This design comes from an exercise in tuning for small area, a short achievable clock period and few clock cycles per item on the open sky130 flow, not from production work.
No run shown here included a check of the RTL's function; only the layout flow was run.
Power figures rest on the tool's default switching activity, not on a simulated workload.

`design/flow/design.v`:
```
package pel_pkg;
    localparam int PEL_WIDTH = 16;
    localparam int ACC_WIDTH = 32;
    typedef logic [PEL_WIDTH-1:0] pel_t;
    typedef logic [ACC_WIDTH-1:0] acc_t;
endpackage
package coef_pkg;
    localparam int COEF_WIDTH = 16;
    localparam int FRAC_BITS = 11;
    typedef logic [COEF_WIDTH-1:0] coef_t;
    localparam coef_t COEF_ONE = coef_t'(1 << FRAC_BITS);
endpackage
module scaler (
    input  logic          clk,
    input  logic          rst_n,
    input  logic          in_write,
    input  pel_pkg::pel_t in_din,
    output logic          in_full,
    input  logic [15:0]   coef,
    input  logic          out_read,
    output pel_pkg::pel_t out_dout,
    output logic          out_empty
);
    logic          v1, v2;
    pel_pkg::pel_t pel_d, pel_q;
    logic [7:0]    one_d, two_d, neg_d, one_q, two_q, neg_q;
    logic          b15_d, b15_q;
    logic [15:0]   s_d, c_d;
    logic [15:1]   t_d, g_d, t_q, g_q;
    logic          y0_d, y0_q, ci_d, ci_q;
    logic          lowc_d;
    logic          go2, adv, acc;
    mul_enc u_enc (
        .b   (coef),
        .one (one_d),
        .two (two_d),
        .neg (neg_d),
        .b15 (b15_d)
    );
    always_ff @(posedge clk)
    begin
        one_q <= one_d;
        two_q <= two_d;
        neg_q <= neg_d;
        b15_q <= b15_d;
    end
    assign go2     = ~v2 | out_read;
    assign adv     = v1 & go2;
    assign in_full = v1 & ~go2;
    assign acc     = in_write & ~in_full;
    lane_hold u_hold (
        .d   (in_din),
        .q   (pel_q),
        .v1  (v1),
        .v2  (v2),
        .rd  (out_read),
        .y   (pel_d)
    );
    mul_tree u_tree (
        .a    (pel_q),
        .one  (one_q),
        .two  (two_q),
        .neg  (neg_q),
        .b15  (b15_q),
        .s    (s_d),
        .c    (c_d),
        .lowc (lowc_d)
    );
    assign t_d  = s_d[15:1] | c_d[15:1];
    assign g_d  = s_d[15:1] & c_d[15:1];
    assign y0_d = s_d[0] ^ c_d[0] ^ lowc_d;
    assign ci_d = (s_d[0] & c_d[0]) | (lowc_d & (s_d[0] | c_d[0]));
    always_ff @(posedge clk)
    begin
        pel_q <= pel_d;
        if (go2)
        begin
            t_q  <= t_d;
            g_q  <= g_d;
            y0_q <= y0_d;
            ci_q <= ci_d;
        end
    end
    always_ff @(posedge clk or negedge rst_n)
    begin
        if (!rst_n)
        begin
            v1 <= 1'b0;
            v2 <= 1'b0;
        end
        else
        begin
            v1 <= acc | (v1 & ~adv);
            if (go2)
                v2 <= v1;
        end
    end
    mul_cpa u_cpa (
        .t  (t_q),
        .g  (g_q),
        .ci (ci_q),
        .y  (out_dout[15:1])
    );
    assign out_dout[0] = y0_q;
    assign out_empty   = ~v2;
endmodule
module lane_hold (
    input  logic [15:0] d,
    input  logic [15:0] q,
    input  logic        v1,
    input  logic        v2,
    input  logic        rd,
    output logic [15:0] y
);
    assign y = (v1 & v2 & ~rd) ? q : d;
endmodule
module mul_tree (
    input  logic [15:0] a,
    input  logic [7:0]  one,
    input  logic [7:0]  two,
    input  logic [7:0]  neg,
    input  logic        b15,
    output logic [15:0] s,
    output logic [15:0] c,
    output logic        lowc
);
    logic pp_0_0;
    logic pp_0_1;
    logic pp_0_2;
    logic pp_0_3;
    logic pp_0_4;
    logic pp_0_5;
    logic pp_0_6;
    logic pp_0_7;
    logic pp_0_8;
    logic pp_0_9;
    logic pp_0_10;
    logic pp_0_11;
    logic pp_0_12;
    logic pp_0_13;
    logic pp_0_14;
    logic pp_0_15;
    logic pp_0_16;
    logic ns_0;
    logic pp_1_0;
    logic pp_1_1;
    logic pp_1_2;
    logic pp_1_3;
    logic pp_1_4;
    logic pp_1_5;
    logic pp_1_6;
    logic pp_1_7;
    logic pp_1_8;
    logic pp_1_9;
    logic pp_1_10;
    logic pp_1_11;
    logic pp_1_12;
    logic pp_1_13;
    logic pp_1_14;
    logic pp_1_15;
    logic pp_1_16;
    logic ns_1;
    logic pp_2_0;
    logic pp_2_1;
    logic pp_2_2;
    logic pp_2_3;
    logic pp_2_4;
    logic pp_2_5;
    logic pp_2_6;
    logic pp_2_7;
    logic pp_2_8;
    logic pp_2_9;
    logic pp_2_10;
    logic pp_2_11;
    logic pp_2_12;
    logic pp_2_13;
    logic pp_2_14;
    logic pp_2_15;
    logic pp_2_16;
    logic ns_2;
    logic pp_3_0;
    logic pp_3_1;
    logic pp_3_2;
    logic pp_3_3;
    logic pp_3_4;
    logic pp_3_5;
    logic pp_3_6;
    logic pp_3_7;
    logic pp_3_8;
    logic pp_3_9;
    logic pp_3_10;
    logic pp_3_11;
    logic pp_3_12;
    logic pp_3_13;
    logic pp_3_14;
    logic pp_3_15;
    logic pp_3_16;
    logic ns_3;
    logic pp_4_0;
    logic pp_4_1;
    logic pp_4_2;
    logic pp_4_3;
    logic pp_4_4;
    logic pp_4_5;
    logic pp_4_6;
    logic pp_4_7;
    logic pp_4_8;
    logic pp_4_9;
    logic pp_4_10;
    logic pp_4_11;
    logic pp_4_12;
    logic pp_4_13;
    logic pp_4_14;
    logic pp_4_15;
    logic pp_4_16;
    logic ns_4;
    logic pp_5_0;
    logic pp_5_1;
    logic pp_5_2;
    logic pp_5_3;
    logic pp_5_4;
    logic pp_5_5;
    logic pp_5_6;
    logic pp_5_7;
    logic pp_5_8;
    logic pp_5_9;
    logic pp_5_10;
    logic pp_5_11;
    logic pp_5_12;
    logic pp_5_13;
    logic pp_5_14;
    logic pp_5_15;
    logic pp_5_16;
    logic pp_6_0;
    logic pp_6_1;
    logic pp_6_2;
    logic pp_6_3;
    logic pp_6_4;
    logic pp_6_5;
    logic pp_6_6;
    logic pp_6_7;
    logic pp_6_8;
    logic pp_6_9;
    logic pp_6_10;
    logic pp_6_11;
    logic pp_6_12;
    logic pp_6_13;
    logic pp_6_14;
    logic pp_7_0;
    logic pp_7_1;
    logic pp_7_2;
    logic pp_7_3;
    logic pp_7_4;
    logic pp_7_5;
    logic pp_7_6;
    logic pp_7_7;
    logic pp_7_8;
    logic pp_7_9;
    logic pp_7_10;
    logic pp_7_11;
    logic pp_7_12;
    logic pp_8_0;
    logic pp_8_1;
    logic pp_8_2;
    logic pp_8_3;
    logic pp_8_4;
    logic pp_8_5;
    logic pp_8_6;
    logic pp_8_7;
    logic pp_8_8;
    logic pp_8_9;
    logic pp_8_10;
    logic nc_17;
    logic nc_18;
    logic nc_20;
    logic nc_22;
    logic nc_24;
    logic nc_26;
    logic hs_0;
    logic hc_0;
    logic hs_1;
    logic hc_1;
    logic fs_0;
    logic fc_0;
    logic hs_2;
    logic hc_2;
    logic fs_1;
    logic fc_1;
    logic hs_3;
    logic hc_3;
    logic fs_2;
    logic fc_2;
    logic fs_3;
    logic fc_3;
    logic hs_4;
    logic hc_4;
    logic fs_4;
    logic fc_4;
    logic fs_5;
    logic fc_5;
    logic hs_5;
    logic hc_5;
    logic fs_6;
    logic fc_6;
    logic fs_7;
    logic fc_7;
    logic fs_8;
    logic fc_8;
    logic hs_6;
    logic hc_6;
    logic fs_9;
    logic fc_9;
    logic fs_10;
    logic fc_10;
    logic fs_11;
    logic fc_11;
    logic hs_7;
    logic hc_7;
    logic fs_12;
    logic fc_12;
    logic fs_13;
    logic fc_13;
    logic fs_14;
    logic fc_14;
    logic fs_15;
    logic fc_15;
    logic hs_8;
    logic hc_8;
    logic fs_16;
    logic fc_16;
    logic fs_17;
    logic fc_17;
    logic fs_18;
    logic fc_18;
    logic fs_19;
    logic fc_19;
    logic hs_9;
    logic hc_9;
    logic fs_20;
    logic fc_20;
    logic fs_21;
    logic fc_21;
    logic fs_22;
    logic fc_22;
    logic fs_23;
    logic fc_23;
    logic fs_24;
    logic fc_24;
    logic hs_10;
    logic hc_10;
    logic fs_25;
    logic fc_25;
    logic fs_26;
    logic fc_26;
    logic fs_27;
    logic fc_27;
    logic fs_28;
    logic fc_28;
    logic fs_29;
    logic fc_29;
    logic hs_11;
    logic hc_11;
    logic fs_30;
    logic fc_30;
    logic fs_31;
    logic fc_31;
    logic fs_32;
    logic fc_32;
    logic fs_33;
    logic fc_33;
    logic fs_34;
    logic fc_34;
    logic fs_35;
    logic fc_35;
    logic hs_12;
    logic hc_12;
    logic fs_36;
    logic fc_36;
    logic fs_37;
    logic fc_37;
    logic fs_38;
    logic fc_38;
    logic fs_39;
    logic fc_39;
    logic fs_40;
    logic fc_40;
    logic fs_41;
    logic fc_41;
    logic hs_13;
    logic hc_13;
    logic fs_42;
    logic fc_42;
    logic fs_43;
    logic fc_43;
    logic fs_44;
    logic fc_44;
    logic fs_45;
    logic fc_45;
    logic fs_46;
    logic fc_46;
    logic fs_47;
    logic fc_47;
    logic fs_48;
    logic fc_48;
    logic fs_49;
    logic fc_49;
    logic fs_50;
    logic fc_50;
    logic fs_51;
    logic fc_51;
    logic fs_52;
    logic fc_52;
    logic fs_53;
    logic fc_53;
    logic fs_54;
    logic fc_54;
    logic fs_55;
    logic fc_55;
    logic fs_56;
    logic fc_56;
    logic fs_57;
    logic fc_57;
    logic fs_58;
    logic fc_58;
    logic fs_59;
    logic fc_59;
    logic fs_60;
    logic fc_60;
    logic fs_61;
    logic fc_61;
    logic fs_62;
    logic fc_62;
    logic fs_63;
    logic fc_63;
    logic fs_64;
    logic fc_64;
    logic fs_65;
    logic fc_65;
    logic fs_66;
    logic fc_66;
    logic fs_67;
    logic fc_67;
    logic fs_68;
    logic fc_68;
    logic fs_69;
    logic fc_69;
    logic fs_70;
    logic fc_70;
    logic fs_71;
    logic fc_71;
    logic fs_72;
    logic fc_72;
    logic fs_73;
    logic fc_73;
    logic fs_74;
    logic fc_74;
    logic fs_75;
    logic fc_75;
    logic fs_76;
    logic fc_76;
    logic fs_77;
    logic fc_77;
    logic fs_78;
    logic fc_78;
    logic fs_79;
    logic fc_79;
    logic fs_80;
    logic fc_80;
    logic fs_81;
    logic fc_81;
    logic fs_82;
    logic fc_82;
    logic fs_83;
    logic fc_83;
    logic fs_84;
    logic fc_84;
    logic fs_85;
    logic fc_85;
    logic fs_86;
    logic fc_86;
    logic fs_87;
    logic fc_87;
    logic fs_88;
    logic fc_88;
    logic fs_89;
    logic fc_89;
    logic fs_90;
    logic fc_90;
    logic fs_91;
    logic fc_91;
    logic fs_92;
    logic fc_92;
    logic fs_93;
    logic fc_93;
    logic fs_94;
    logic fc_94;
    logic fs_95;
    logic fc_95;
    logic fs_96;
    logic fc_96;
    logic fs_97;
    logic fc_97;
    logic fs_98;
    logic fc_98;
    logic fs_99;
    logic fc_99;
    logic fs_100;
    logic fc_100;
    logic fs_101;
    logic fc_101;
    logic fs_102;
    logic fc_102;
    assign pp_0_0 = ((one[0] & a[0])) ^ neg[0];
    assign pp_0_1 = ((one[0] & a[1]) | (two[0] & a[0])) ^ neg[0];
    assign pp_0_2 = ((one[0] & a[2]) | (two[0] & a[1])) ^ neg[0];
    assign pp_0_3 = ((one[0] & a[3]) | (two[0] & a[2])) ^ neg[0];
    assign pp_0_4 = ((one[0] & a[4]) | (two[0] & a[3])) ^ neg[0];
    assign pp_0_5 = ((one[0] & a[5]) | (two[0] & a[4])) ^ neg[0];
    assign pp_0_6 = ((one[0] & a[6]) | (two[0] & a[5])) ^ neg[0];
    assign pp_0_7 = ((one[0] & a[7]) | (two[0] & a[6])) ^ neg[0];
    assign pp_0_8 = ((one[0] & a[8]) | (two[0] & a[7])) ^ neg[0];
    assign pp_0_9 = ((one[0] & a[9]) | (two[0] & a[8])) ^ neg[0];
    assign pp_0_10 = ((one[0] & a[10]) | (two[0] & a[9])) ^ neg[0];
    assign pp_0_11 = ((one[0] & a[11]) | (two[0] & a[10])) ^ neg[0];
    assign pp_0_12 = ((one[0] & a[12]) | (two[0] & a[11])) ^ neg[0];
    assign pp_0_13 = ((one[0] & a[13]) | (two[0] & a[12])) ^ neg[0];
    assign pp_0_14 = ((one[0] & a[14]) | (two[0] & a[13])) ^ neg[0];
    assign pp_0_15 = ((one[0] & a[15]) | (two[0] & a[14])) ^ neg[0];
    assign pp_0_16 = ((two[0] & a[15])) ^ neg[0];
    assign ns_0 = ~neg[0];
    assign pp_1_0 = ((one[1] & a[0])) ^ neg[1];
    assign pp_1_1 = ((one[1] & a[1]) | (two[1] & a[0])) ^ neg[1];
    assign pp_1_2 = ((one[1] & a[2]) | (two[1] & a[1])) ^ neg[1];
    assign pp_1_3 = ((one[1] & a[3]) | (two[1] & a[2])) ^ neg[1];
    assign pp_1_4 = ((one[1] & a[4]) | (two[1] & a[3])) ^ neg[1];
    assign pp_1_5 = ((one[1] & a[5]) | (two[1] & a[4])) ^ neg[1];
    assign pp_1_6 = ((one[1] & a[6]) | (two[1] & a[5])) ^ neg[1];
    assign pp_1_7 = ((one[1] & a[7]) | (two[1] & a[6])) ^ neg[1];
    assign pp_1_8 = ((one[1] & a[8]) | (two[1] & a[7])) ^ neg[1];
    assign pp_1_9 = ((one[1] & a[9]) | (two[1] & a[8])) ^ neg[1];
    assign pp_1_10 = ((one[1] & a[10]) | (two[1] & a[9])) ^ neg[1];
    assign pp_1_11 = ((one[1] & a[11]) | (two[1] & a[10])) ^ neg[1];
    assign pp_1_12 = ((one[1] & a[12]) | (two[1] & a[11])) ^ neg[1];
    assign pp_1_13 = ((one[1] & a[13]) | (two[1] & a[12])) ^ neg[1];
    assign pp_1_14 = ((one[1] & a[14]) | (two[1] & a[13])) ^ neg[1];
    assign pp_1_15 = ((one[1] & a[15]) | (two[1] & a[14])) ^ neg[1];
    assign pp_1_16 = ((two[1] & a[15])) ^ neg[1];
    assign ns_1 = ~neg[1];
    assign pp_2_0 = ((one[2] & a[0])) ^ neg[2];
    assign pp_2_1 = ((one[2] & a[1]) | (two[2] & a[0])) ^ neg[2];
    assign pp_2_2 = ((one[2] & a[2]) | (two[2] & a[1])) ^ neg[2];
    assign pp_2_3 = ((one[2] & a[3]) | (two[2] & a[2])) ^ neg[2];
    assign pp_2_4 = ((one[2] & a[4]) | (two[2] & a[3])) ^ neg[2];
    assign pp_2_5 = ((one[2] & a[5]) | (two[2] & a[4])) ^ neg[2];
    assign pp_2_6 = ((one[2] & a[6]) | (two[2] & a[5])) ^ neg[2];
    assign pp_2_7 = ((one[2] & a[7]) | (two[2] & a[6])) ^ neg[2];
    assign pp_2_8 = ((one[2] & a[8]) | (two[2] & a[7])) ^ neg[2];
    assign pp_2_9 = ((one[2] & a[9]) | (two[2] & a[8])) ^ neg[2];
    assign pp_2_10 = ((one[2] & a[10]) | (two[2] & a[9])) ^ neg[2];
    assign pp_2_11 = ((one[2] & a[11]) | (two[2] & a[10])) ^ neg[2];
    assign pp_2_12 = ((one[2] & a[12]) | (two[2] & a[11])) ^ neg[2];
    assign pp_2_13 = ((one[2] & a[13]) | (two[2] & a[12])) ^ neg[2];
    assign pp_2_14 = ((one[2] & a[14]) | (two[2] & a[13])) ^ neg[2];
    assign pp_2_15 = ((one[2] & a[15]) | (two[2] & a[14])) ^ neg[2];
    assign pp_2_16 = ((two[2] & a[15])) ^ neg[2];
    assign ns_2 = ~neg[2];
    assign pp_3_0 = ((one[3] & a[0])) ^ neg[3];
    assign pp_3_1 = ((one[3] & a[1]) | (two[3] & a[0])) ^ neg[3];
    assign pp_3_2 = ((one[3] & a[2]) | (two[3] & a[1])) ^ neg[3];
    assign pp_3_3 = ((one[3] & a[3]) | (two[3] & a[2])) ^ neg[3];
    assign pp_3_4 = ((one[3] & a[4]) | (two[3] & a[3])) ^ neg[3];
    assign pp_3_5 = ((one[3] & a[5]) | (two[3] & a[4])) ^ neg[3];
    assign pp_3_6 = ((one[3] & a[6]) | (two[3] & a[5])) ^ neg[3];
    assign pp_3_7 = ((one[3] & a[7]) | (two[3] & a[6])) ^ neg[3];
    assign pp_3_8 = ((one[3] & a[8]) | (two[3] & a[7])) ^ neg[3];
    assign pp_3_9 = ((one[3] & a[9]) | (two[3] & a[8])) ^ neg[3];
    assign pp_3_10 = ((one[3] & a[10]) | (two[3] & a[9])) ^ neg[3];
    assign pp_3_11 = ((one[3] & a[11]) | (two[3] & a[10])) ^ neg[3];
    assign pp_3_12 = ((one[3] & a[12]) | (two[3] & a[11])) ^ neg[3];
    assign pp_3_13 = ((one[3] & a[13]) | (two[3] & a[12])) ^ neg[3];
    assign pp_3_14 = ((one[3] & a[14]) | (two[3] & a[13])) ^ neg[3];
    assign pp_3_15 = ((one[3] & a[15]) | (two[3] & a[14])) ^ neg[3];
    assign pp_3_16 = ((two[3] & a[15])) ^ neg[3];
    assign ns_3 = ~neg[3];
    assign pp_4_0 = ((one[4] & a[0])) ^ neg[4];
    assign pp_4_1 = ((one[4] & a[1]) | (two[4] & a[0])) ^ neg[4];
    assign pp_4_2 = ((one[4] & a[2]) | (two[4] & a[1])) ^ neg[4];
    assign pp_4_3 = ((one[4] & a[3]) | (two[4] & a[2])) ^ neg[4];
    assign pp_4_4 = ((one[4] & a[4]) | (two[4] & a[3])) ^ neg[4];
    assign pp_4_5 = ((one[4] & a[5]) | (two[4] & a[4])) ^ neg[4];
    assign pp_4_6 = ((one[4] & a[6]) | (two[4] & a[5])) ^ neg[4];
    assign pp_4_7 = ((one[4] & a[7]) | (two[4] & a[6])) ^ neg[4];
    assign pp_4_8 = ((one[4] & a[8]) | (two[4] & a[7])) ^ neg[4];
    assign pp_4_9 = ((one[4] & a[9]) | (two[4] & a[8])) ^ neg[4];
    assign pp_4_10 = ((one[4] & a[10]) | (two[4] & a[9])) ^ neg[4];
    assign pp_4_11 = ((one[4] & a[11]) | (two[4] & a[10])) ^ neg[4];
    assign pp_4_12 = ((one[4] & a[12]) | (two[4] & a[11])) ^ neg[4];
    assign pp_4_13 = ((one[4] & a[13]) | (two[4] & a[12])) ^ neg[4];
    assign pp_4_14 = ((one[4] & a[14]) | (two[4] & a[13])) ^ neg[4];
    assign pp_4_15 = ((one[4] & a[15]) | (two[4] & a[14])) ^ neg[4];
    assign pp_4_16 = ((two[4] & a[15])) ^ neg[4];
    assign ns_4 = ~neg[4];
    assign pp_5_0 = ((one[5] & a[0])) ^ neg[5];
    assign pp_5_1 = ((one[5] & a[1]) | (two[5] & a[0])) ^ neg[5];
    assign pp_5_2 = ((one[5] & a[2]) | (two[5] & a[1])) ^ neg[5];
    assign pp_5_3 = ((one[5] & a[3]) | (two[5] & a[2])) ^ neg[5];
    assign pp_5_4 = ((one[5] & a[4]) | (two[5] & a[3])) ^ neg[5];
    assign pp_5_5 = ((one[5] & a[5]) | (two[5] & a[4])) ^ neg[5];
    assign pp_5_6 = ((one[5] & a[6]) | (two[5] & a[5])) ^ neg[5];
    assign pp_5_7 = ((one[5] & a[7]) | (two[5] & a[6])) ^ neg[5];
    assign pp_5_8 = ((one[5] & a[8]) | (two[5] & a[7])) ^ neg[5];
    assign pp_5_9 = ((one[5] & a[9]) | (two[5] & a[8])) ^ neg[5];
    assign pp_5_10 = ((one[5] & a[10]) | (two[5] & a[9])) ^ neg[5];
    assign pp_5_11 = ((one[5] & a[11]) | (two[5] & a[10])) ^ neg[5];
    assign pp_5_12 = ((one[5] & a[12]) | (two[5] & a[11])) ^ neg[5];
    assign pp_5_13 = ((one[5] & a[13]) | (two[5] & a[12])) ^ neg[5];
    assign pp_5_14 = ((one[5] & a[14]) | (two[5] & a[13])) ^ neg[5];
    assign pp_5_15 = ((one[5] & a[15]) | (two[5] & a[14])) ^ neg[5];
    assign pp_5_16 = ((two[5] & a[15])) ^ neg[5];
    assign pp_6_0 = ((one[6] & a[0])) ^ neg[6];
    assign pp_6_1 = ((one[6] & a[1]) | (two[6] & a[0])) ^ neg[6];
    assign pp_6_2 = ((one[6] & a[2]) | (two[6] & a[1])) ^ neg[6];
    assign pp_6_3 = ((one[6] & a[3]) | (two[6] & a[2])) ^ neg[6];
    assign pp_6_4 = ((one[6] & a[4]) | (two[6] & a[3])) ^ neg[6];
    assign pp_6_5 = ((one[6] & a[5]) | (two[6] & a[4])) ^ neg[6];
    assign pp_6_6 = ((one[6] & a[6]) | (two[6] & a[5])) ^ neg[6];
    assign pp_6_7 = ((one[6] & a[7]) | (two[6] & a[6])) ^ neg[6];
    assign pp_6_8 = ((one[6] & a[8]) | (two[6] & a[7])) ^ neg[6];
    assign pp_6_9 = ((one[6] & a[9]) | (two[6] & a[8])) ^ neg[6];
    assign pp_6_10 = ((one[6] & a[10]) | (two[6] & a[9])) ^ neg[6];
    assign pp_6_11 = ((one[6] & a[11]) | (two[6] & a[10])) ^ neg[6];
    assign pp_6_12 = ((one[6] & a[12]) | (two[6] & a[11])) ^ neg[6];
    assign pp_6_13 = ((one[6] & a[13]) | (two[6] & a[12])) ^ neg[6];
    assign pp_6_14 = ((one[6] & a[14]) | (two[6] & a[13])) ^ neg[6];
    assign pp_7_0 = ((one[7] & a[0])) ^ neg[7];
    assign pp_7_1 = ((one[7] & a[1]) | (two[7] & a[0])) ^ neg[7];
    assign pp_7_2 = ((one[7] & a[2]) | (two[7] & a[1])) ^ neg[7];
    assign pp_7_3 = ((one[7] & a[3]) | (two[7] & a[2])) ^ neg[7];
    assign pp_7_4 = ((one[7] & a[4]) | (two[7] & a[3])) ^ neg[7];
    assign pp_7_5 = ((one[7] & a[5]) | (two[7] & a[4])) ^ neg[7];
    assign pp_7_6 = ((one[7] & a[6]) | (two[7] & a[5])) ^ neg[7];
    assign pp_7_7 = ((one[7] & a[7]) | (two[7] & a[6])) ^ neg[7];
    assign pp_7_8 = ((one[7] & a[8]) | (two[7] & a[7])) ^ neg[7];
    assign pp_7_9 = ((one[7] & a[9]) | (two[7] & a[8])) ^ neg[7];
    assign pp_7_10 = ((one[7] & a[10]) | (two[7] & a[9])) ^ neg[7];
    assign pp_7_11 = ((one[7] & a[11]) | (two[7] & a[10])) ^ neg[7];
    assign pp_7_12 = ((one[7] & a[12]) | (two[7] & a[11])) ^ neg[7];
    assign pp_8_0 = b15 & a[0];
    assign pp_8_1 = b15 & a[1];
    assign pp_8_2 = b15 & a[2];
    assign pp_8_3 = b15 & a[3];
    assign pp_8_4 = b15 & a[4];
    assign pp_8_5 = b15 & a[5];
    assign pp_8_6 = b15 & a[6];
    assign pp_8_7 = b15 & a[7];
    assign pp_8_8 = b15 & a[8];
    assign pp_8_9 = b15 & a[9];
    assign pp_8_10 = b15 & a[10];
    assign nc_17 = ~ns_0;
    assign nc_18 = ~ns_0;
    assign nc_20 = ~pp_8_4;
    assign nc_22 = ~pp_8_6;
    assign nc_24 = ~pp_8_8;
    assign nc_26 = ~pp_8_10;
    mul_ha u_hs_0 (.a(neg[1]), .b(pp_0_2), .s(hs_0), .c(hc_0));
    mul_ha u_hs_1 (.a(pp_0_3), .b(pp_1_1), .s(hs_1), .c(hc_1));
    mul_fa u_fs_0 (.a(neg[2]), .b(pp_0_4), .ci(pp_1_2), .s(fs_0), .co(fc_0));
    mul_ha u_hs_2 (.a(pp_2_0), .b(hc_1), .s(hs_2), .c(hc_2));
    mul_fa u_fs_1 (.a(pp_0_5), .b(pp_1_3), .ci(pp_2_1), .s(fs_1), .co(fc_1));
    mul_ha u_hs_3 (.a(hc_2), .b(fc_0), .s(hs_3), .c(hc_3));
    mul_fa u_fs_2 (.a(neg[3]), .b(pp_0_6), .ci(pp_1_4), .s(fs_2), .co(fc_2));
    mul_fa u_fs_3 (.a(pp_2_2), .b(pp_3_0), .ci(fc_1), .s(fs_3), .co(fc_3));
    mul_ha u_hs_4 (.a(fs_2), .b(hc_3), .s(hs_4), .c(hc_4));
    mul_fa u_fs_4 (.a(pp_0_7), .b(pp_1_5), .ci(pp_2_3), .s(fs_4), .co(fc_4));
    mul_fa u_fs_5 (.a(pp_3_1), .b(fc_2), .ci(fs_4), .s(fs_5), .co(fc_5));
    mul_ha u_hs_5 (.a(fc_3), .b(hc_4), .s(hs_5), .c(hc_5));
    mul_fa u_fs_6 (.a(neg[4]), .b(pp_0_8), .ci(pp_1_6), .s(fs_6), .co(fc_6));
    mul_fa u_fs_7 (.a(pp_2_4), .b(pp_3_2), .ci(pp_4_0), .s(fs_7), .co(fc_7));
    mul_fa u_fs_8 (.a(fc_4), .b(fs_6), .ci(fs_7), .s(fs_8), .co(fc_8));
    mul_ha u_hs_6 (.a(fc_5), .b(hc_5), .s(hs_6), .c(hc_6));
    mul_fa u_fs_9 (.a(pp_0_9), .b(pp_1_7), .ci(pp_2_5), .s(fs_9), .co(fc_9));
    mul_fa u_fs_10 (.a(pp_3_3), .b(pp_4_1), .ci(fc_6), .s(fs_10), .co(fc_10));
    mul_fa u_fs_11 (.a(fc_7), .b(fs_9), .ci(fc_8), .s(fs_11), .co(fc_11));
    mul_ha u_hs_7 (.a(fs_10), .b(hc_6), .s(hs_7), .c(hc_7));
    mul_fa u_fs_12 (.a(neg[5]), .b(pp_0_10), .ci(pp_1_8), .s(fs_12), .co(fc_12));
    mul_fa u_fs_13 (.a(pp_2_6), .b(pp_3_4), .ci(pp_4_2), .s(fs_13), .co(fc_13));
    mul_fa u_fs_14 (.a(pp_5_0), .b(fc_9), .ci(fs_12), .s(fs_14), .co(fc_14));
    mul_fa u_fs_15 (.a(fs_13), .b(fc_10), .ci(fs_14), .s(fs_15), .co(fc_15));
    mul_ha u_hs_8 (.a(fc_11), .b(hc_7), .s(hs_8), .c(hc_8));
    mul_fa u_fs_16 (.a(pp_0_11), .b(pp_1_9), .ci(pp_2_7), .s(fs_16), .co(fc_16));
    mul_fa u_fs_17 (.a(pp_3_5), .b(pp_4_3), .ci(pp_5_1), .s(fs_17), .co(fc_17));
    mul_fa u_fs_18 (.a(fc_12), .b(fc_13), .ci(fs_16), .s(fs_18), .co(fc_18));
    mul_fa u_fs_19 (.a(fs_17), .b(fc_14), .ci(fs_18), .s(fs_19), .co(fc_19));
    mul_ha u_hs_9 (.a(fc_15), .b(fs_19), .s(hs_9), .c(hc_9));
    mul_fa u_fs_20 (.a(neg[6]), .b(pp_0_12), .ci(pp_1_10), .s(fs_20), .co(fc_20));
    mul_fa u_fs_21 (.a(pp_2_8), .b(pp_3_6), .ci(pp_4_4), .s(fs_21), .co(fc_21));
    mul_fa u_fs_22 (.a(pp_5_2), .b(pp_6_0), .ci(fc_16), .s(fs_22), .co(fc_22));
    mul_fa u_fs_23 (.a(fc_17), .b(fs_20), .ci(fs_21), .s(fs_23), .co(fc_23));
    mul_fa u_fs_24 (.a(fc_18), .b(fs_22), .ci(fs_23), .s(fs_24), .co(fc_24));
    mul_ha u_hs_10 (.a(fc_19), .b(fs_24), .s(hs_10), .c(hc_10));
    mul_fa u_fs_25 (.a(pp_0_13), .b(pp_1_11), .ci(pp_2_9), .s(fs_25), .co(fc_25));
    mul_fa u_fs_26 (.a(pp_3_7), .b(pp_4_5), .ci(pp_5_3), .s(fs_26), .co(fc_26));
    mul_fa u_fs_27 (.a(pp_6_1), .b(fc_20), .ci(fc_21), .s(fs_27), .co(fc_27));
    mul_fa u_fs_28 (.a(fs_25), .b(fs_26), .ci(fc_22), .s(fs_28), .co(fc_28));
    mul_fa u_fs_29 (.a(fc_23), .b(fs_27), .ci(fs_28), .s(fs_29), .co(fc_29));
    mul_ha u_hs_11 (.a(fc_24), .b(hc_10), .s(hs_11), .c(hc_11));
    mul_fa u_fs_30 (.a(neg[7]), .b(pp_0_14), .ci(pp_1_12), .s(fs_30), .co(fc_30));
    mul_fa u_fs_31 (.a(pp_2_10), .b(pp_3_8), .ci(pp_4_6), .s(fs_31), .co(fc_31));
    mul_fa u_fs_32 (.a(pp_5_4), .b(pp_6_2), .ci(pp_7_0), .s(fs_32), .co(fc_32));
    mul_fa u_fs_33 (.a(fc_25), .b(fc_26), .ci(fs_30), .s(fs_33), .co(fc_33));
    mul_fa u_fs_34 (.a(fs_31), .b(fs_32), .ci(fc_27), .s(fs_34), .co(fc_34));
    mul_fa u_fs_35 (.a(fs_33), .b(fc_28), .ci(fs_34), .s(fs_35), .co(fc_35));
    mul_ha u_hs_12 (.a(fc_29), .b(fs_35), .s(hs_12), .c(hc_12));
    mul_fa u_fs_36 (.a(pp_0_15), .b(pp_1_13), .ci(pp_2_11), .s(fs_36), .co(fc_36));
    mul_fa u_fs_37 (.a(pp_3_9), .b(pp_4_7), .ci(pp_5_5), .s(fs_37), .co(fc_37));
    mul_fa u_fs_38 (.a(pp_6_3), .b(pp_7_1), .ci(fc_30), .s(fs_38), .co(fc_38));
    mul_fa u_fs_39 (.a(fc_31), .b(fc_32), .ci(fs_36), .s(fs_39), .co(fc_39));
    mul_fa u_fs_40 (.a(fs_37), .b(fc_33), .ci(fs_38), .s(fs_40), .co(fc_40));
    mul_fa u_fs_41 (.a(fs_39), .b(fc_34), .ci(fs_40), .s(fs_41), .co(fc_41));
    mul_ha u_hs_13 (.a(fc_35), .b(fs_41), .s(hs_13), .c(hc_13));
    mul_fa u_fs_42 (.a(pp_8_0), .b(pp_0_16), .ci(pp_1_14), .s(fs_42), .co(fc_42));
    mul_fa u_fs_43 (.a(pp_2_12), .b(pp_3_10), .ci(pp_4_8), .s(fs_43), .co(fc_43));
    mul_fa u_fs_44 (.a(pp_5_6), .b(pp_6_4), .ci(pp_7_2), .s(fs_44), .co(fc_44));
    mul_fa u_fs_45 (.a(fc_36), .b(fc_37), .ci(fs_42), .s(fs_45), .co(fc_45));
    mul_fa u_fs_46 (.a(fs_43), .b(fs_44), .ci(fc_38), .s(fs_46), .co(fc_46));
    mul_fa u_fs_47 (.a(fc_39), .b(fs_45), .ci(fc_40), .s(fs_47), .co(fc_47));
    mul_fa u_fs_48 (.a(fs_46), .b(fc_41), .ci(fs_47), .s(fs_48), .co(fc_48));
    mul_fa u_fs_49 (.a(nc_17), .b(pp_8_1), .ci(pp_1_15), .s(fs_49), .co(fc_49));
    mul_fa u_fs_50 (.a(pp_2_13), .b(pp_3_11), .ci(pp_4_9), .s(fs_50), .co(fc_50));
    mul_fa u_fs_51 (.a(pp_5_7), .b(pp_6_5), .ci(pp_7_3), .s(fs_51), .co(fc_51));
    mul_fa u_fs_52 (.a(fc_42), .b(fc_43), .ci(fc_44), .s(fs_52), .co(fc_52));
    mul_fa u_fs_53 (.a(fs_49), .b(fs_50), .ci(fs_51), .s(fs_53), .co(fc_53));
    mul_fa u_fs_54 (.a(fc_45), .b(fs_52), .ci(fs_53), .s(fs_54), .co(fc_54));
    mul_fa u_fs_55 (.a(fc_46), .b(fs_54), .ci(fc_47), .s(fs_55), .co(fc_55));
    mul_fa u_fs_56 (.a(nc_18), .b(pp_8_2), .ci(pp_1_16), .s(fs_56), .co(fc_56));
    mul_fa u_fs_57 (.a(pp_2_14), .b(pp_3_12), .ci(pp_4_10), .s(fs_57), .co(fc_57));
    mul_fa u_fs_58 (.a(pp_5_8), .b(pp_6_6), .ci(pp_7_4), .s(fs_58), .co(fc_58));
    mul_fa u_fs_59 (.a(fc_49), .b(fc_50), .ci(fc_51), .s(fs_59), .co(fc_59));
    mul_fa u_fs_60 (.a(fs_56), .b(fs_57), .ci(fs_58), .s(fs_60), .co(fc_60));
    mul_fa u_fs_61 (.a(fc_52), .b(fc_53), .ci(fs_59), .s(fs_61), .co(fc_61));
    mul_fa u_fs_62 (.a(fs_60), .b(fc_54), .ci(fs_61), .s(fs_62), .co(fc_62));
    mul_fa u_fs_63 (.a(ns_1), .b(ns_0), .ci(pp_8_3), .s(fs_63), .co(fc_63));
    mul_fa u_fs_64 (.a(pp_2_15), .b(pp_3_13), .ci(pp_4_11), .s(fs_64), .co(fc_64));
    mul_fa u_fs_65 (.a(pp_5_9), .b(pp_6_7), .ci(pp_7_5), .s(fs_65), .co(fc_65));
    mul_fa u_fs_66 (.a(fs_63), .b(fc_56), .ci(fc_57), .s(fs_66), .co(fc_66));
    mul_fa u_fs_67 (.a(fc_58), .b(fs_64), .ci(fs_65), .s(fs_67), .co(fc_67));
    mul_fa u_fs_68 (.a(fc_59), .b(fc_60), .ci(fs_66), .s(fs_68), .co(fc_68));
    mul_fa u_fs_69 (.a(fs_67), .b(fc_61), .ci(fs_68), .s(fs_69), .co(fc_69));
    mul_fa u_fs_70 (.a(nc_20), .b(pp_2_16), .ci(pp_3_14), .s(fs_70), .co(fc_70));
    mul_fa u_fs_71 (.a(pp_4_12), .b(pp_5_10), .ci(pp_6_8), .s(fs_71), .co(fc_71));
    mul_fa u_fs_72 (.a(pp_7_6), .b(fc_63), .ci(fc_64), .s(fs_72), .co(fc_72));
    mul_fa u_fs_73 (.a(fc_65), .b(fs_70), .ci(fs_71), .s(fs_73), .co(fc_73));
    mul_fa u_fs_74 (.a(fc_66), .b(fc_67), .ci(fs_72), .s(fs_74), .co(fc_74));
    mul_fa u_fs_75 (.a(fs_73), .b(fc_68), .ci(fs_74), .s(fs_75), .co(fc_75));
    mul_fa u_fs_76 (.a(ns_2), .b(pp_8_5), .ci(pp_8_4), .s(fs_76), .co(fc_76));
    mul_fa u_fs_77 (.a(pp_3_15), .b(pp_4_13), .ci(pp_5_11), .s(fs_77), .co(fc_77));
    mul_fa u_fs_78 (.a(pp_6_9), .b(pp_7_7), .ci(fs_76), .s(fs_78), .co(fc_78));
    mul_fa u_fs_79 (.a(fc_70), .b(fc_71), .ci(fs_77), .s(fs_79), .co(fc_79));
    mul_fa u_fs_80 (.a(fs_78), .b(fc_72), .ci(fc_73), .s(fs_80), .co(fc_80));
    mul_fa u_fs_81 (.a(fs_79), .b(fc_74), .ci(fs_80), .s(fs_81), .co(fc_81));
    mul_fa u_fs_82 (.a(nc_22), .b(pp_3_16), .ci(pp_4_14), .s(fs_82), .co(fc_82));
    mul_fa u_fs_83 (.a(pp_5_12), .b(pp_6_10), .ci(pp_7_8), .s(fs_83), .co(fc_83));
    mul_fa u_fs_84 (.a(fc_76), .b(fc_77), .ci(fs_82), .s(fs_84), .co(fc_84));
    mul_fa u_fs_85 (.a(fs_83), .b(fc_78), .ci(fc_79), .s(fs_85), .co(fc_85));
    mul_fa u_fs_86 (.a(fs_84), .b(fc_80), .ci(fs_85), .s(fs_86), .co(fc_86));
    mul_fa u_fs_87 (.a(ns_3), .b(pp_8_7), .ci(pp_8_6), .s(fs_87), .co(fc_87));
    mul_fa u_fs_88 (.a(pp_4_15), .b(pp_5_13), .ci(pp_6_11), .s(fs_88), .co(fc_88));
    mul_fa u_fs_89 (.a(pp_7_9), .b(fs_87), .ci(fc_82), .s(fs_89), .co(fc_89));
    mul_fa u_fs_90 (.a(fc_83), .b(fs_88), .ci(fc_84), .s(fs_90), .co(fc_90));
    mul_fa u_fs_91 (.a(fs_89), .b(fc_85), .ci(fs_90), .s(fs_91), .co(fc_91));
    mul_fa u_fs_92 (.a(nc_24), .b(pp_4_16), .ci(pp_5_14), .s(fs_92), .co(fc_92));
    mul_fa u_fs_93 (.a(pp_6_12), .b(pp_7_10), .ci(fc_87), .s(fs_93), .co(fc_93));
    mul_fa u_fs_94 (.a(fc_88), .b(fs_92), .ci(fs_93), .s(fs_94), .co(fc_94));
    mul_fa u_fs_95 (.a(fc_89), .b(fs_94), .ci(fc_90), .s(fs_95), .co(fc_95));
    mul_fa u_fs_96 (.a(ns_4), .b(pp_8_9), .ci(pp_8_8), .s(fs_96), .co(fc_96));
    mul_fa u_fs_97 (.a(pp_5_15), .b(pp_6_13), .ci(pp_7_11), .s(fs_97), .co(fc_97));
    mul_fa u_fs_98 (.a(fs_96), .b(fc_92), .ci(fs_97), .s(fs_98), .co(fc_98));
    mul_fa u_fs_99 (.a(fc_93), .b(fs_98), .ci(fc_94), .s(fs_99), .co(fc_99));
    mul_fa u_fs_100 (.a(nc_26), .b(pp_5_16), .ci(pp_6_14), .s(fs_100), .co(fc_100));
    mul_fa u_fs_101 (.a(pp_7_12), .b(fc_96), .ci(fc_97), .s(fs_101), .co(fc_101));
    mul_fa u_fs_102 (.a(fs_100), .b(fc_98), .ci(fs_101), .s(fs_102), .co(fc_102));
    logic lg_0, lt_0;
    assign lg_0 = neg[0] & pp_0_0;
    assign lt_0 = neg[0] | pp_0_0;
    logic lg_2, lt_2;
    assign lg_2 = pp_1_0 & hs_0;
    assign lt_2 = pp_1_0 | hs_0;
    logic lg_3, lt_3;
    assign lg_3 = hc_0 & hs_1;
    assign lt_3 = hc_0 | hs_1;
    logic lg_4, lt_4;
    assign lg_4 = fs_0 & hs_2;
    assign lt_4 = fs_0 | hs_2;
    logic lg_5, lt_5;
    assign lg_5 = fs_1 & hs_3;
    assign lt_5 = fs_1 | hs_3;
    logic lg_6, lt_6;
    assign lg_6 = fs_3 & hs_4;
    assign lt_6 = fs_3 | hs_4;
    logic lg_7, lt_7;
    assign lg_7 = fs_5 & hs_5;
    assign lt_7 = fs_5 | hs_5;
    logic lg_8, lt_8;
    assign lg_8 = fs_8 & hs_6;
    assign lt_8 = fs_8 | hs_6;
    logic lg_9, lt_9;
    assign lg_9 = fs_11 & hs_7;
    assign lt_9 = fs_11 | hs_7;
    logic lg_10, lt_10;
    assign lg_10 = fs_15 & hs_8;
    assign lt_10 = fs_15 | hs_8;
    logic lcg0, lct0;
    assign lcg0 = 1'b0 | (pp_0_1 & lg_0);
    assign lct0 = pp_0_1 & lt_0;
    logic lcg1, lct1;
    assign lcg1 = lg_4 | (lt_4 & lg_3);
    assign lct1 = lt_4 & lt_3;
    logic lcg2, lct2;
    assign lcg2 = lcg1 | (lct1 & lg_2);
    assign lct2 = lct1 & lt_2;
    logic lcg3, lct3;
    assign lcg3 = lcg2 | (lct2 & lcg0);
    assign lct3 = lct2 & lct0;
    logic lcg4, lct4;
    assign lcg4 = lg_7 | (lt_7 & lg_6);
    assign lct4 = lt_7 & lt_6;
    logic lcg5, lct5;
    assign lcg5 = lcg4 | (lct4 & lg_5);
    assign lct5 = lct4 & lt_5;
    logic lcg6, lct6;
    assign lcg6 = lg_10 | (lt_10 & lg_9);
    assign lct6 = lt_10 & lt_9;
    logic lcg7, lct7;
    assign lcg7 = lcg6 | (lct6 & lg_8);
    assign lct7 = lct6 & lt_8;
    logic lcg8, lct8;
    assign lcg8 = lcg7 | (lct7 & lcg5);
    assign lct8 = lct7 & lct5;
    logic lcg9, lct9;
    assign lcg9 = lcg8 | (lct8 & lcg3);
    assign lct9 = lct8 & lct3;
    logic lc_g;
    assign lc_g = lcg9;
    assign lowc = lc_g;
    assign s[0] = hc_8;
    assign c[0] = hs_9;
    assign s[1] = hc_9;
    assign c[1] = hs_10;
    assign s[2] = fs_29;
    assign c[2] = hs_11;
    assign s[3] = hc_11;
    assign c[3] = hs_12;
    assign s[4] = hc_12;
    assign c[4] = hs_13;
    assign s[5] = hc_13;
    assign c[5] = fs_48;
    assign s[6] = fc_48;
    assign c[6] = fs_55;
    assign s[7] = fs_62;
    assign c[7] = fc_55;
    assign s[8] = fc_62;
    assign c[8] = fs_69;
    assign s[9] = fc_69;
    assign c[9] = fs_75;
    assign s[10] = fc_75;
    assign c[10] = fs_81;
    assign s[11] = fc_81;
    assign c[11] = fs_86;
    assign s[12] = fc_86;
    assign c[12] = fs_91;
    assign s[13] = fc_91;
    assign c[13] = fs_95;
    assign s[14] = fs_99;
    assign c[14] = fc_95;
    assign s[15] = fs_102;
    assign c[15] = fc_99;
endmodule
module mul_fa (
    input  logic a,
    input  logic b,
    input  logic ci,
    output logic s,
    output logic co
);
    assign s  = a ^ b ^ ci;
    assign co = (a & b) | (ci & (a ^ b));
endmodule
module mul_ha (
    input  logic a,
    input  logic b,
    output logic s,
    output logic c
);
    assign s = a ^ b;
    assign c = a & b;
endmodule
module mul_enc (
    input  logic [15:0] b,
    output logic [7:0]  one,
    output logic [7:0]  two,
    output logic [7:0]  neg,
    output logic        b15
);
    logic [16:0] bx;
    assign bx = {b, 1'b0};
    always_comb
    begin
        for (int j = 0; j < 8; j++)
        begin
            one[j] = bx[2*j+1] ^ bx[2*j];
            two[j] = (bx[2*j+2] & ~bx[2*j+1] & ~bx[2*j]) | (~bx[2*j+2] & bx[2*j+1] & bx[2*j]);
            neg[j] = bx[2*j+2];
        end
    end
    assign b15 = b[15];
endmodule
module mul_cpa (
    input  logic [14:0] t,
    input  logic [14:0] g,
    input  logic        ci,
    output logic [14:0] y
);
    logic g0_1;
    assign g0_1 = g[0] | (t[0] & ci);
    logic g0_3;
    assign g0_3 = g[2] | (t[2] & g[1]);
    logic t0_3;
    assign t0_3 = t[2] & t[1];
    logic g0_5;
    assign g0_5 = g[4] | (t[4] & g[3]);
    logic t0_5;
    assign t0_5 = t[4] & t[3];
    logic g0_7;
    assign g0_7 = g[6] | (t[6] & g[5]);
    logic t0_7;
    assign t0_7 = t[6] & t[5];
    logic g0_9;
    assign g0_9 = g[8] | (t[8] & g[7]);
    logic t0_9;
    assign t0_9 = t[8] & t[7];
    logic g0_11;
    assign g0_11 = g[10] | (t[10] & g[9]);
    logic t0_11;
    assign t0_11 = t[10] & t[9];
    logic g0_13;
    assign g0_13 = g[12] | (t[12] & g[11]);
    logic t0_13;
    assign t0_13 = t[12] & t[11];
    logic g0_15;
    assign g0_15 = g[14] | (t[14] & g[13]);
    logic t0_15;
    assign t0_15 = t[14] & t[13];
    logic g1_2;
    assign g1_2 = g[1] | (t[1] & g0_1);
    logic g1_3;
    assign g1_3 = g0_3 | (t0_3 & g0_1);
    logic g1_6;
    assign g1_6 = g[5] | (t[5] & g0_5);
    logic t1_6;
    assign t1_6 = t[5] & t0_5;
    logic g1_7;
    assign g1_7 = g0_7 | (t0_7 & g0_5);
    logic t1_7;
    assign t1_7 = t0_7 & t0_5;
    logic g1_10;
    assign g1_10 = g[9] | (t[9] & g0_9);
    logic t1_10;
    assign t1_10 = t[9] & t0_9;
    logic g1_11;
    assign g1_11 = g0_11 | (t0_11 & g0_9);
    logic t1_11;
    assign t1_11 = t0_11 & t0_9;
    logic g1_14;
    assign g1_14 = g[13] | (t[13] & g0_13);
    logic t1_14;
    assign t1_14 = t[13] & t0_13;
    logic g1_15;
    assign g1_15 = g0_15 | (t0_15 & g0_13);
    logic t1_15;
    assign t1_15 = t0_15 & t0_13;
    logic g2_4;
    assign g2_4 = g[3] | (t[3] & g1_3);
    logic g2_5;
    assign g2_5 = g0_5 | (t0_5 & g1_3);
    logic g2_6;
    assign g2_6 = g1_6 | (t1_6 & g1_3);
    logic g2_7;
    assign g2_7 = g1_7 | (t1_7 & g1_3);
    logic g2_12;
    assign g2_12 = g[11] | (t[11] & g1_11);
    logic t2_12;
    assign t2_12 = t[11] & t1_11;
    logic g2_13;
    assign g2_13 = g0_13 | (t0_13 & g1_11);
    logic t2_13;
    assign t2_13 = t0_13 & t1_11;
    logic g2_14;
    assign g2_14 = g1_14 | (t1_14 & g1_11);
    logic t2_14;
    assign t2_14 = t1_14 & t1_11;
    logic g2_15;
    assign g2_15 = g1_15 | (t1_15 & g1_11);
    logic t2_15;
    assign t2_15 = t1_15 & t1_11;
    logic g3_8;
    assign g3_8 = g[7] | (t[7] & g2_7);
    logic g3_9;
    assign g3_9 = g0_9 | (t0_9 & g2_7);
    logic g3_10;
    assign g3_10 = g1_10 | (t1_10 & g2_7);
    logic g3_11;
    assign g3_11 = g1_11 | (t1_11 & g2_7);
    logic g3_12;
    assign g3_12 = g2_12 | (t2_12 & g2_7);
    logic g3_13;
    assign g3_13 = g2_13 | (t2_13 & g2_7);
    logic g3_14;
    assign g3_14 = g2_14 | (t2_14 & g2_7);
    logic g3_15;
    assign g3_15 = g2_15 | (t2_15 & g2_7);
    assign y[0] = (t[0] & ~g[0]) ^ ci;
    assign y[1] = (t[1] & ~g[1]) ^ g0_1;
    assign y[2] = (t[2] & ~g[2]) ^ g1_2;
    assign y[3] = (t[3] & ~g[3]) ^ g1_3;
    assign y[4] = (t[4] & ~g[4]) ^ g2_4;
    assign y[5] = (t[5] & ~g[5]) ^ g2_5;
    assign y[6] = (t[6] & ~g[6]) ^ g2_6;
    assign y[7] = (t[7] & ~g[7]) ^ g2_7;
    assign y[8] = (t[8] & ~g[8]) ^ g3_8;
    assign y[9] = (t[9] & ~g[9]) ^ g3_9;
    assign y[10] = (t[10] & ~g[10]) ^ g3_10;
    assign y[11] = (t[11] & ~g[11]) ^ g3_11;
    assign y[12] = (t[12] & ~g[12]) ^ g3_12;
    assign y[13] = (t[13] & ~g[13]) ^ g3_13;
    assign y[14] = (t[14] & ~g[14]) ^ g3_14;
endmodule
module pel_scaler_top #(
    parameter int FLUX  = 2,
    parameter int DEPTH = 4
) (
    input  logic                              clk,
    input  logic                              rst_n,
    input  logic            [FLUX-1:0]        in_write,
    input  pel_pkg::pel_t   [FLUX-1:0]        in_din,
    output logic            [FLUX-1:0]        in_full,
    input  coef_pkg::coef_t [FLUX-1:0]        coef,
    input  logic            [FLUX-1:0]        out_read,
    output pel_pkg::pel_t   [FLUX-1:0]        out_dout,
    output logic            [FLUX-1:0]        out_empty
);
    genvar f;
    generate
        for (f = 0; f < FLUX; f++)
        begin : g_lane
            scaler u_lane (
                .clk       (clk),
                .rst_n     (rst_n),
                .in_write  (in_write[f]),
                .in_din    (in_din[f]),
                .in_full   (in_full[f]),
                .coef      (coef[f]),
                .out_read  (out_read[f]),
                .out_dout  (out_dout[f]),
                .out_empty (out_empty[f])
            );
        end
    endgenerate
endmodule
```
`design/flow/run.sh`:
```
#!/bin/bash
# synth_recipe.tcl (not shown) runs the flow's synth.tcl, then flattens the netlist and writes it again
# the make line also repeats each setting of config.mk as NAME=value (left out here)
make -C /OpenROAD-flow-scripts/flow DESIGN_CONFIG=/design/flow/config.mk WORK_HOME=/design/flow/orfs CLKGATE_MAP_FILE= SYNTH_SCRIPT=/design/flow/synth_recipe.tcl finish
```
`design/flow/config.mk`:
```
export PLATFORM = sky130hd
export DESIGN_NAME = pel_scaler_top
export DESIGN_NICKNAME = pel_scaler_top
export VERILOG_FILES = /design/flow/design.v
export SDC_FILE = /design/flow/constraint.sdc
export NUM_CORES = 4
export LEC_CHECK = 0
export CAP_MARGIN = 20
export CORE_MARGIN = 2
export CORE_UTILIZATION = 40
export SETUP_SLACK_MARGIN = 4
export SLEW_MARGIN = 20
export SYNTH_HIERARCHICAL = 1
```
`design/flow/constraint.sdc`:
```
create_clock -name core_clock -period 8.0 [get_ports {clk}]
set_input_delay 1.6000 -clock core_clock [delete_from_list [all_inputs] [get_ports {clk}]]
set_output_delay 1.6000 -clock core_clock [all_outputs]
set_load 0.01 [all_outputs]
```
==> qor.txt, run 1 <==
Syn Std Cell Area: 16,540 µm²
Ports: 106
CTS buffer count: 17
Path depth of the worst reg2reg path: 8
Via count: 11.11k
Synthesized area per cell: 10.79 µm²
Cell Area, Placed: 17,000 µm²
Routing usage on met2: 0.3238
Routing usage on met3: 0.03419
WHS: 0.5460 ns
Core area: 40,830 µm²
Clock share of power: 0.121
CTS Sinks: 150
Row count: 74
Max-slew headroom: 0.2609
First-pass GRT wire length: 63.14 mm
Root Buffer: clkbuf_16
Final period utilization: 0.4879
Final ANT Viol Nets: 0
Die Ht: 207.3 µm
Total gr overflow: 0
Net Count, Synth: 1,838
CP endpoint kind: output pin
Routability cong.: 0.8599
CTS clk-pin slew, worst paths: 0.07 ns
Drt wl/cell: 19.71 µm
Final WL: 39.66 mm
Crit path DAT: 2.30 ns
Largest family of logic cells by synthesized area: adder cells
Fill cells: 3,856
Simple-Gate Fraction of Synth Area: 0.08005
Largest net degree at the start of global routing: 34
RSZ-0062 raised after global routing: true
Pins Over Slew Limit: 0
Worst Tran Pin Value: 1.107 ns
H-tree levels: 4
Leakage: 6.416 nW
Chip width: 207.3 µm
Final-report hold violation count: 0
Status: timing/DRC/antenna clean
Post-synthesis mux area share: 0.02633
Main synth FF type: dfxtp_1
Fraction of layout cells with a size suffix above 1: 0.1271
Initial antenna violation count: 1
Synth Area in XOR/XNOR: 0.1568
Clock Latency Late Sink: 0.44 ns
Seq pwr share: 0.227
Vias in the first global route: 11.67k
VDD IR max: 0.1898 mV
Clock Skews: 0.01086 ns
Ys async rst share: 0.02667
Comb power frac: 0.652
Hold Path Class: reg -> reg
Psw: 0.002869 W
Post-route insts no fill: 2,012
Setup TNS: 0 ns
Max cap viols: 0
Cell area after layout: 17,880 µm²
Grt peak-use layer: met2
Detail Placement HPWL: 28.07 mm
Minimum clock period: 3.903 ns
Max Freq: 256.2 MHz
Ys Warns: 8
Worst hold path cell count: 1
Register area share after synthesis: 0.2215
Compound-Gate Fraction of Synth Area: 0.1518
Power after layout: 0.007005 W
Clk buf depth: 2
CTS Hold Bufs: 0
WS Path Type: reg -> out
PortBufs: 105
Effective utilization at floorplan: 0.4050
Pint: 0.004136 W
Placed Cells: 1,960
Pre-antenna DRT Iters: 6
Total track usage: 0.1859
Crit start category: flop
PwrDens: 391.8 nW/µm²
Yosys cell types: 52
Nets: 1,772
CTS tree: built
DR vias/cell: 5.520
Flops & latches, synth: 150
Layout area overhead: 8.126%
Worst-path fanout max: 5
Sw frac: 0.4096
GRT met1 Usage: 0.2254
Post-route DRC: 0
Post-synth EDFFs: 64
Die area: 42,980 µm²
Critical Path RT: 6.40 ns
Syn Inst Count: 1,532
Worst R2R Setup Slack: 4.13 ns
Post-Synth Adder-Cell Area: 0.2730
DRT iter0 DRCs: 910
# setup viols final: 0
[cells in the final DEF, fill, tap and decap left out, drive strengths merged, types with 32 or more instances in the layout]
| master | instances |
|---|---|
| edfxtp | 64 |
| fa | 208 |
| xnor2 | 282 |
| mux2 | 32 |
| buf | 45 |
| nand2 | 48 |
| dfxtp | 82 |
| a21oi | 34 |
| or2 | 32 |
| clkdlybuf4s50 | 87 |
| and2 | 46 |
| a22oi | 230 |
| inv | 33 |
[logic make-up (layout without fill, tap and decap cells)]
family / count (synthesis) / in the layout
buffers and inverters: 254 / 201
XOR/XNOR: 296 / 296
other: 0 / 1
AND/OR/NAND/NOR: 230 / 230
multiplexers: 32 / 32
adder cells (fa/ha/maj): 236 / 236
flip-flops: 150 / 150
AO/OA/AOI/OAI: 334 / 334
[cell usage after synthesis, drive strengths merged, types with 4 or more instances]
cell type  instances  area share
nor3               4      0.0012
xor2              14      0.0074
o211ai             4      0.0018
o21ai             28      0.0098
a31oi              6      0.0023
dfrtp              4      0.0061
a21o               6      0.0027
nand2             48       0.011
or2               32       0.012
nor2              18      0.0041
mux2              32       0.026
nor2b             20      0.0076
nand3              6      0.0018
dfxtp             82       0.099
o22ai              6      0.0023
and3b              4      0.0021
inv               24      0.0054
fa               208        0.25
and2              46       0.018
buf              220       0.083
nand3b            14      0.0079
ha                28       0.021
nand2b            30       0.011
clkbuf            10      0.0023
edfxtp            64        0.12
a22oi            230        0.10
a21oi             34       0.013
xnor2            282        0.15
o31ai              6      0.0050
[worst max-delay path, stage by stage (launching register included)]
cell and delay [ns]:
edfxtp_1 0.42, a21oi_2 0.21, o21ai_4 0.12, a32oi_4 0.26, nor2b_4 0.20, xnor2_1 0.11
clkdlybuf4s50_1 0.55
[path summary, 6_finish.rpt]
path | startpoint | end
setup / recovery | g_lane[0].u_lane.t_q[3] | out_dout[9]
hold / removal | g_lane[0].u_lane.v1 | g_lane[0].u_lane.v2
setup reg to reg | g_lane[0].u_lane.two_q[5] | g_lane[0].u_lane.t_q[5]
hold reg to reg | g_lane[0].u_lane.v1 | g_lane[0].u_lane.v2
max in group asynchronous | rst_n | g_lane[0].u_lane.v2
min in group asynchronous | rst_n | g_lane[1].u_lane.v1
[power groups by stage]
stage          Combinational, W  Sequential, W  Clock (W)
2_1_floorplan           0.00442        0.00142          0
3_3_place_gp            0.00448        0.00159          0
3_5_place_dp            0.00461        0.00160          0
4_1_cts                 0.00458        0.00159   0.000864
5_1_grt                 0.00523        0.00163   0.000900
6_report                0.00457        0.00159   0.000844
[final cells by class]
class / count / area (µm²) / share of cell area
inverters: 24 / 90.09 / 0.005039
clock buffers: 19 / 464.2 / 0.02596
flip-flops and latches: 150 / 3787 / 0.2118
multi-input cells: 1128 / 11400 / 0.6376
repair buffers: 145 / 1325 / 0.07411
well taps: 532 / 665.6 / 0.03723
diodes: 1 / 2.502 / 0.0001400
clock inverters: 13 / 145.1 / 0.008118
[repair_timing]
| item | 4_1_cts | 5_1_grt |
|---|---|---|
| resized for setup | 64 | 54 |
| pin swaps | 9 | 12 |
| buffers inserted | 6 | 13 |
| endpoints found under the setup margin | 30 | 20 |
[flip-flops by register name, indices dropped and copies added (netlist names)]
signal and flops:
g_lane.u_lane.pel_q 32, g_lane.u_lane.g_q 30, g_lane.u_lane.t_q 30, g_lane.u_lane.neg_q 16, g_lane.u_lane.one_q 16, g_lane.u_lane.two_q 16
g_lane.u_lane.b15_q 2, g_lane.u_lane.ci_q 2, g_lane.u_lane.v1 2, g_lane.u_lane.v2 2, g_lane.u_lane.y0_q 2
[Yosys stat by module, one instance, submodules excluded, a selection]
| module | flip-flops and latches | cell area [µm²] | cells inside | copies in the design |
|---|---|---|---|---|
| mul_cpa | 0 | 524.3 | 74 | 2 |
| mul_ha | 0 | 12.51 | 1 | 28 |
| lane_hold | 0 | 249.0 | 18 | 2 |
| mul_enc | 0 | 271.5 | 39 | 2 |
| mul_fa | 0 | 20.02 | 1 | 206 |
| scaler | 75 | 2078 | 112 | 2 |
| mul_tree | 0 | 2908 | 406 | 2 |
[metrics by stage]
step / util / worst slack [ns]
floorplan: - / 4.151
global placement: 0.4164 / 3.610
detailed placement: 0.4164 / 3.573
CTS: 0.4330 / 3.823
global route: 0.4379 / 3.926
finish: 0.4379 / 4.097
[per-layer routing]
layer  part of all wire  vias to the layer above
li1                   -                     5012
met5                  0                        -
met1               0.41                     5609
met3              0.056                       71
met2               0.51                      414
met4              0.024                        0
==> run 2: changes to the inputs <==
--- a/design/flow/config.mk
+++ b/design/flow/config.mk
@@ -8,6 +8,6 @@
 export CAP_MARGIN = 20
 export CORE_MARGIN = 2
 export CORE_UTILIZATION = 40
-export SETUP_SLACK_MARGIN = 4
+export SETUP_SLACK_MARGIN = 3
 export SLEW_MARGIN = 20
 export SYNTH_HIERARCHICAL = 1
==> run 2 against run 1 <==
Against the previous run:
- total power down 0.40%
- synthesized area unchanged
- global-route usage about the same
- sequential power about the same
- worst hold slack better by 0.0015 ns
- flip-flop and latch count unchanged
- wire length down 1.2%
- worst setup slack worse by 0.53 ns
- highest routed layer unchanged
- critical path depth down 3
- die area unchanged
- largest cell class unchanged
- sequential share of layout area down 0.38 points
==> qor.txt, run 2 <==
Core area: 40,830 µm² (unchanged)
Worst hold path cell count: 1 (unchanged)
Ys Warns: 8 (unchanged)
Comb power frac: 0.652 (about the same)
Routability cong.: 0.8599 (unchanged)
Post-CTS Resized: 0 (-100%)
Pre-antenna DRT Iters: 6 (unchanged)
Total gr overflow: 0 (unchanged)
Path depth of the worst reg2reg path: 13 (+5)
Register area share after synthesis: 0.2215 (unchanged)
Ports: 106 (unchanged)
Via count: 11.02k (-0.79%)
Top cells by area, synth: fa_1, xnor2_1, edfxtp_1
Nets: 1,753 (-1.1%)
DRT iter0 DRCs: 928 (+2.0%)
Max-slew headroom: 0.2778 (+0.01691)
Die area: 42,980 µm² (unchanged)
Hold Path Class: reg -> reg
Leakage: 6.274 nW (-2.2%)
CP cell instances: clkdlybuf4s50_1, and3b_1, clkdlybuf4s50_1
Reg with most FFs: g_lane.u_lane.pel_q
Fraction of layout cells with a size suffix above 1: 0.07808 (-0.04903)
Clock Skews: 0.01301 ns (+0.002151 ns)
Crit-path max cell delay: 0.55 ns (about the same)
Origin of the critical flop-to-flop path: g_lane[1].u_lane.pel_q[5]
First-pass GRT wire length: 63.03 mm (-0.17%)
Effective utilization at floorplan: 0.4050 (unchanged)
Synth top area share: 0.2518 (unchanged)
Yosys cell types: 52 (unchanged)
Largest net degree at the start of global routing: 34 (unchanged)
# setup viols final: 0 (unchanged)
Worst R2R Setup Slack: 3.67 ns (-0.46 ns)
Hold path start: g_lane[0].u_lane.v1
Final WL: 39.19 mm (-1.2%)
CP endpoint kind: output pin
Max cap viols: 0 (unchanged)
Worst r2r dst: g_lane[1].u_lane.y0_q
WHS: 0.5476 ns (+0.001532 ns)
DR vias/cell: 5.528 (+0.15%)
Setup TNS: 0 ns (unchanged)
Root Buffer: clkbuf_16
Critical Path RT: 6.40 ns (about the same)
Seq pwr share: 0.227 (about the same)
Most frequent cell after synthesis: xnor2_1
CTS tree: built
Largest register FFs: 32 (unchanged)
Largest regs: g_lane.u_lane.pel_q (32), g_lane.u_lane.g_q (30), g_lane.u_lane.t_q (30)
Most frequent cells in the layout: xnor2_1, a22oi_1, fa_1, clkdlybuf4s50_1, dfxtp_1
PortBufs: 105 (unchanged)
Syn Inst Count: 1,532 (unchanged)
Commonest cells post-synth: xnor2_1, a22oi_1, fa_1, buf_2, buf_4
Clock share of power: 0.121 (about the same)
Commonest non-fill, non-tap cell in the layout: xnor2_1
Worst-path fanout max: 3 (-2)
Total track usage: 0.1856 (-0.0002619)
Post-CTS Setup Inserts: 0 (-6)
Drt wl/cell: 19.66 µm (-0.25%)
Minimum clock period: 4.429 ns (+0.5253 ns)
CTS Sinks: 150 (unchanged)
Clk buf depth: 2 (unchanged)
Initial antenna violation count: 1 (unchanged)
CP max-delay cell: clkdlybuf4s50_1
WS Path Type: in -> out
CTS clk-pin slew, worst paths: 0.07 ns (about the same)
Biggest area consumer among synthesized cells: fa_1
CP most frequent cell: clkdlybuf4s50_1
VDD IR max: 0.1890 mV (-0.44%)
Place WS: 3.573 ns (unchanged)
Detail Placement HPWL: 28.07 mm (unchanged)
Post-synth EDFFs: 64 (unchanged)
CTS buffer count: 17 (unchanged)
Max Freq: 225.8 MHz (-12%)
H-tree levels: 4 (unchanged)
Ys async rst share: 0.02667 (unchanged)
PwrDens: 396.1 nW/µm² (+1.1%)
Final ANT Viol Nets: 0 (unchanged)
Synthesized area per cell: 10.79 µm² (unchanged)
Pins Over Slew Limit: 0 (unchanged)
Layout area overhead: 6.538%
Vias in the first global route: 11.65k (-0.21%)
Psw: 0.002839 W (-1.1%)
CTS Hold Bufs: 0 (unchanged)
Chip width: 207.3 µm (unchanged)
Pint: 0.004138 W (about the same)
Worst Tran Pin Value: 1.082 ns (-0.02533 ns)
Sw frac: 0.4069 (-0.002725)
RSZ-0062 raised after global routing: false
Net Count, Synth: 1,838 (unchanged)
Status: timing/DRC/antenna clean
Post-route DRC: 0 (unchanged)
Final-report hold violation count: 0 (unchanged)
Crit start category: input port
Crit path DAT: 2.83 ns (+0.53 ns)
Row count: 74 (unchanged)
Flops & latches, synth: 150 (unchanged)
Main synth FF type: dfxtp_1
Final period utilization: 0.5536 (+0.06566)
Hold path endpoint: g_lane[0].u_lane.v2
Die Ht: 207.3 µm (unchanged)
Fill cells: 3,879 (+0.60%)
Power after layout: 0.006977 W (-0.40%)
Clock Latency Late Sink: 0.45 ns (about the same)
Final worst slack: 3.571 ns (-0.5253 ns)
Syn Std Cell Area: 16,540 µm² (unchanged)
-- run 2: cell counts after synthesis --
Identical to the previous run, type by type.
-- run 2: cell type report --
cell class / count / area, µm² / share of cell area
inverter: 24 / 90.09 / 0.005114
multi-input combinational: 1128 / 11380 / 0.6457
antenna: 1 / 2.502 / 0.0001420
tap: 532 / 665.6 / 0.03778
clock inverter: 13 / 145.1 / 0.008239
clock buffer: 19 / 464.2 / 0.02635
sequential: 150 / 3665 / 0.2080
timing repair buffer: 126 / 1209 / 0.06861
-- run 2: power by group through the flow --
stage / logic, W / registers, W / clock network (W)
2_1_floorplan: 0.00442 / 0.00142 / 0
6_report: 0.00455 / 0.00159 / 0.000844
5_1_grt: 0.00521 / 0.00162 / 0.000898
3_3_place_gp: 0.00448 / 0.00159 / 0
3_5_place_dp: 0.00461 / 0.00160 / 0
4_1_cts: 0.00462 / 0.00158 / 0.000864
-- run 2: logic make-up (layout without fill, tap and decap cells) --
| family | Yosys count | after routing | share of synthesized area |
|---|---|---|---|
| xor gates and xnor gates | 296 | 296 | 0.1568 |
| and+or+nand+nor | 230 | 230 | 0.08005 |
| DFF | 150 | 150 | 0.2215 |
| muxes | 32 | 32 | 0.02633 |
| AOI/OAI and AO/OA | 334 | 334 | 0.1518 |
| adders and majority gates | 236 | 236 | 0.2730 |
| other | 0 | 1 | 0 |
| buffers and inverters | 254 | 182 | 0.09050 |
-- run 2: worst max-delay path by stage --
stage | from | endpoint | slack [ns]
final | out_read[1] | in_full[1] | 3.57
after global routing | g_lane[1].u_lane.neg_q[0] | g_lane[1].u_lane.y0_q | 3.44
after CTS | out_read[1] | in_full[1] | 3.57
after detailed placement | out_read[1] | in_full[1] | 3.57
after global placement | out_read[0] | in_full[0] | 3.61
after floorplan | g_lane[0].u_lane.neg_q[0] | g_lane[0].u_lane.y0_q | 4.15
-- run 2: critical path: cells and delay by family --
| family | cells | cell delay, ns |
|---|---|---|
| buffers and inverters | 2 | 0.99 |
| and+or+nand+nor | 1 | 0.24 |
-- run 2: through the flow --
step | area [µm²] | instances | utilization
after detailed placement | 17000 | 1960 | 0.4164
after global placement | 17000 | 1960 | 0.4164
after CTS | 17610 | 1992 | 0.4314
after floorplan | 16540 | 1532 | -
final | 17620 | 1993 | 0.4315
after global routing | 17620 | 1993 | 0.4315
-- run 2: Yosys stat by module (local to each module, per instance), a selection --
module	area, µm²	flops+latches	copies in the design	cells inside
mul_enc	271.5	0	2	39
lane_hold	249.0	0	2	18
mul_cpa	524.3	0	2	74
mul_tree	2908	0	2	406
mul_ha	12.51	0	28	1
mul_fa	20.02	0	206	1
scaler	2078	75	2	112
-- run 2: metal layers --
| metal | global-route usage | part of all wire | vias up |
|---|---|---|---|
| met5 | 0 | 0 | - |
| met3 | 0.03495 | 0.062 | 68 |
| met4 | 0.07882 | 0.027 | 0 |
| li1 | - | - | 4974 |
| met1 | 0.2262 | 0.41 | 5550 |
| met2 | 0.3211 | 0.51 | 426 |

==> what the ideal ports hide <==
No port has a modelled driver above. Below, the same layouts with a new extraction and two added sets of constraints.
Step 1 assumes that a clkbuf_16 drives the clock port and a buf_2 every other input.
Step 2, shift: input delay + t, output delay - t, t = (earliest + latest rising clock arrival at the registers) / 2. This alone moves slack from input paths to output paths.
Three values: ideal, step 1, step 2; two values: the first two.
run	t (ns)	setup slack, ns	worst setup path at the end	latest minus earliest clock arrival (ns)	worst data-port slew with drivers (ns)
run 1	0.492	4.097 / 4.042 / 4.127	register to register	0.013 / 0.013	0.08
run 2	0.494	3.571 / 3.539 / 3.539	input to output	0.016 / 0.015	0.09
After both steps setup and hold are still met in every run listed. The setup slack of run 2, which loses most, moves by -0.032 ns with the drivers and by -0.032 ns with both steps.
